From an optimization exercise on the open Yosys and OpenROAD flow, aimed at small area; shortcuts taken in it are not production practice.
Only simulation tests tie the RTL to the original design; equivalence was not proved.

the reference run:
Design delay_calc_top, start of the top module:
module delay_calc_top (
    input  logic                                 clk,
    input  logic                                 reset,
    input  logic                                 start,
    input  logic signed [delay_pkg::coord_w-1:0] x_elem,
    input  logic signed [delay_pkg::coord_w-1:0] z_elem,
    input  logic signed [delay_pkg::coord_w-1:0] x_focus,
    input  logic signed [delay_pkg::coord_w-1:0] z_focus,
    input  logic        [delay_pkg::elem_w-1:0]  elem,
    output logic        [delay_pkg::delay_w-1:0] delay_out,
    output logic        [delay_pkg::elem_w-1:0]  elem_out,
    output logic                                 done
);
Size in the first run: about 83 flip-flops, roughly 90 I/O pins, roughly 7600 um^2 of cells after synthesis.
==> flow/config.mk <==
export PLATFORM = sky130hd
export DESIGN_NAME = delay_calc_top
export DESIGN_NICKNAME = delay_calc_top
export VERILOG_FILES = /design/flow/design.v
export SDC_FILE = /design/flow/constraint.sdc
export NUM_CORES = 4
export LEC_CHECK = 0
export CAP_MARGIN = 20
export CORE_MARGIN = 2
export CORE_UTILIZATION = 40
export GPL_TIMING_DRIVEN = 0
export SLEW_MARGIN = 20
==> flow/constraint.sdc <==
create_clock -name core_clock -period 7.5 [get_ports {clk}]
set_input_delay 1.5000 -clock core_clock [delete_from_list [all_inputs] [get_ports {clk}]]
set_output_delay 1.5000 -clock core_clock [all_outputs]
set_load 0.01 [all_outputs]
standard.sh (not shown) runs the stock make flow with config.mk's settings and CLKGATE_MAP_FILE= SYNTH_SCRIPT=/design/flow/synth_recipe.tcl, a recipe that flattens the netlist after the stock synthesis.
==> flow/flow/run.sh <==
#!/bin/bash
set -euo pipefail
W=$PWD
{
  echo "include $W/config.mk"
  echo "export BUFFER_PORTS_ARGS = -buffer_cell sky130_fd_sc_hd__buf_1"
  echo "export CTS_ARGS = -sink_clustering_enable -repair_clock_nets -dont_use_dummy_load -buf_list sky130_fd_sc_hd__clkbuf_8"
} > "$W/own_config.mk"
sed "s#DESIGN_CONFIG=[^ ]*#DESIGN_CONFIG=$W/own_config.mk#" standard.sh > "$W/own_standard.sh"
bash "$W/own_standard.sh" > "$W/own_flow.log" 2>&1
Input changes introduced in the trial run (baseline for comparison: the reference run):
==> flow/flow/run.sh <==
#!/bin/bash
set -euo pipefail
W=$PWD
{
  echo "include $W/config.mk"
  echo "export BUFFER_PORTS_ARGS = -buffer_cell sky130_fd_sc_hd__buf_1"
  echo "export CTS_ARGS = -sink_clustering_enable -repair_clock_nets -dont_use_dummy_load -buf_list sky130_fd_sc_hd__clkbuf_8"
  echo "export REMOVE_ABC_BUFFERS = 1"
} > "$W/own_config.mk"
sed "s#DESIGN_CONFIG=[^ ]*#DESIGN_CONFIG=$W/own_config.mk#" standard.sh > "$W/own_standard.sh"
bash "$W/own_standard.sh" > "$W/own_flow.log" 2>&1
Results
The trial run vs. the reference run: number of instances resized during post-cts repair fell 6; count of input and output buffers rose 1; routed wire length on met3 fell about 8%; total non-filler cell area in the finished layout fell about 1%.
Number of filler cells placed in the layout sits lower in the trial run than in the reference run.
For the routed wire length, the trial run came in about 5% lower than the reference run did.
The maximum frequency of the trial run is lower than that of the reference run.
The trial run vs. the reference run: wire length of the first global-routing pass shows a reduction of about 5%, maximum number of pins on one net before global-route repair shows an increase of 13.

* * *

## v6
delay_calc_top again, from the RTL that the note above started with.
// delay_calc_top
module delay_calc_top (
    input  logic                                 clk,
    input  logic                                 reset,
    input  logic                                 start,
    input  logic signed [delay_pkg::coord_w-1:0] x_elem,
    input  logic signed [delay_pkg::coord_w-1:0] z_elem,
    input  logic signed [delay_pkg::coord_w-1:0] x_focus,
    input  logic signed [delay_pkg::coord_w-1:0] z_focus,
    input  logic        [delay_pkg::elem_w-1:0]  elem,
    output logic        [delay_pkg::delay_w-1:0] delay_out,
    output logic        [delay_pkg::elem_w-1:0]  elem_out,
    output logic                                 done
);
    logic [10:0] dx, dz;
    logic        far;
    logic [10:0] p1_dx;
    logic [10:0] p1_dz;
    logic        p1_sat;
    logic [6:0] p1_tag;
    logic        p1_valid;
    logic [21:0] sum_sq_p1_dx;
    logic [15:0] p2_t;
    logic        p2_sat;
    logic [6:0] p2_tag;
    logic        p2_valid;
    logic [7:0] r_q6;
    logic [3:0] t_q6;
    logic [5:0] q_q6;
    logic [7:0] p3_r;
    logic [5:0] p3_q;
    logic [3:0] p3_t;
    logic        p3_sat;
    logic [6:0] p3_tag;
    logic        p3_valid;
    logic [7:0] q_q8;
  ...
export LEC_CHECK = 0
export CAP_MARGIN = 20
export CORE_MARGIN = 2
export CORE_UTILIZATION = 40
export SLEW_MARGIN = 20
create_clock -name core_clock -period 7.5 [get_ports {clk}]
==> flow/flow/run.sh <==
#!/bin/bash
# Layout flow: the standard flow (standard.sh) with three changes to how the layout is
# made: the port buffers are sky130_fd_sc_hd__buf_1 cells, clock tree synthesis adds no
# dummy loads, and its buffers come from the list below. Everything else (synthesis,
# floorplan, power grid, tap cells, placement, routing) is the standard flow.
set -euo pipefail
W=$PWD
{
  echo "include $W/config.mk"
  echo "export BUFFER_PORTS_ARGS = -buffer_cell sky130_fd_sc_hd__buf_1"
  echo "export CTS_ARGS = -sink_clustering_enable -repair_clock_nets -dont_use_dummy_load"
} > "$W/own_config.mk"
sed "s#DESIGN_CONFIG=[^ ]*#DESIGN_CONFIG=$W/own_config.mk#" standard.sh > "$W/own_standard.sh"
bash "$W/own_standard.sh" > "$W/own_flow.log" 2>&1
> inputs changed (v6 -> v7)
==> flow/run.sh (new file) <==
#!/bin/bash
# synth_recipe.tcl (not shown) runs the flow's synth.tcl, then flattens the netlist and writes it again
# the make line also repeats each setting of config.mk as NAME=value (left out here)
make -C /OpenROAD-flow-scripts/flow DESIGN_CONFIG=/design/flow/config.mk WORK_HOME=/design/flow/orfs CLKGATE_MAP_FILE= SYNTH_SCRIPT=/design/flow/synth_recipe.tcl finish
removed: flow/flow/run.sh
removed: flow/standard.sh
[summary]
v6 has a higher sequential share of layout area than v7. From v7 to v6, total standard cell area after synthesis did not move at all. Summary of the comparison: detail-routed via count per cell is lower in v7, relative to v6. Sort v6 and v7 by global-route wire length before repair asc -> top: v7. Hold slack essentially unchanged between v6 and v7. | ratio of cells with drive above 1 in the final layout | higher: v7 |. Iteration count of the initial detailed-routing pass: v7 vs v6 identical. Re horizontal extent of the die: no difference whatsoever between v6 and v7. Final cell area: v7 above v6.

## separate check: timing with driven ports
In the flow no input, the clock included, has a driving cell. The finished layouts below were timed again as built, in two steps.
Step 1 assumes that a clkbuf_16 drives the clock port and a buf_2 every other input.
Step 2, shift: input delay + t, output delay - t, t = (earliest + latest rising clock arrival at the registers) / 2. This alone moves slack from input paths to output paths.
a / b / c = no drivers / after step 1 / after step 2; a / b = the first two.
| run | t (ns) | setup slack, ns | slew at the worst register clock pin (ns) | cell pins on the clock port's net |
|---|---|---|---|---|
| the reference run | 0.400 | 0.307 / 0.328 / -0.072 | 0.09 / 0.09 | 1 |
| the trial run | 0.392 | 0.262 / 0.262 / -0.077 | 0.09 / 0.09 | 1 |
| v6 | 0.379 | 0.255 / 0.269 / -0.110 | 0.07 / 0.07 | 1 |
| v7 | 0.391 | 0.190 / 0.212 / -0.179 | 0.07 / 0.07 | 1 |
Met with ideal ports but missed after step 2: setup timing in every run listed. For the reference run, which loses most, drivers alone change the setup slack by +0.021 ns; drivers and shift together by -0.379 ns.
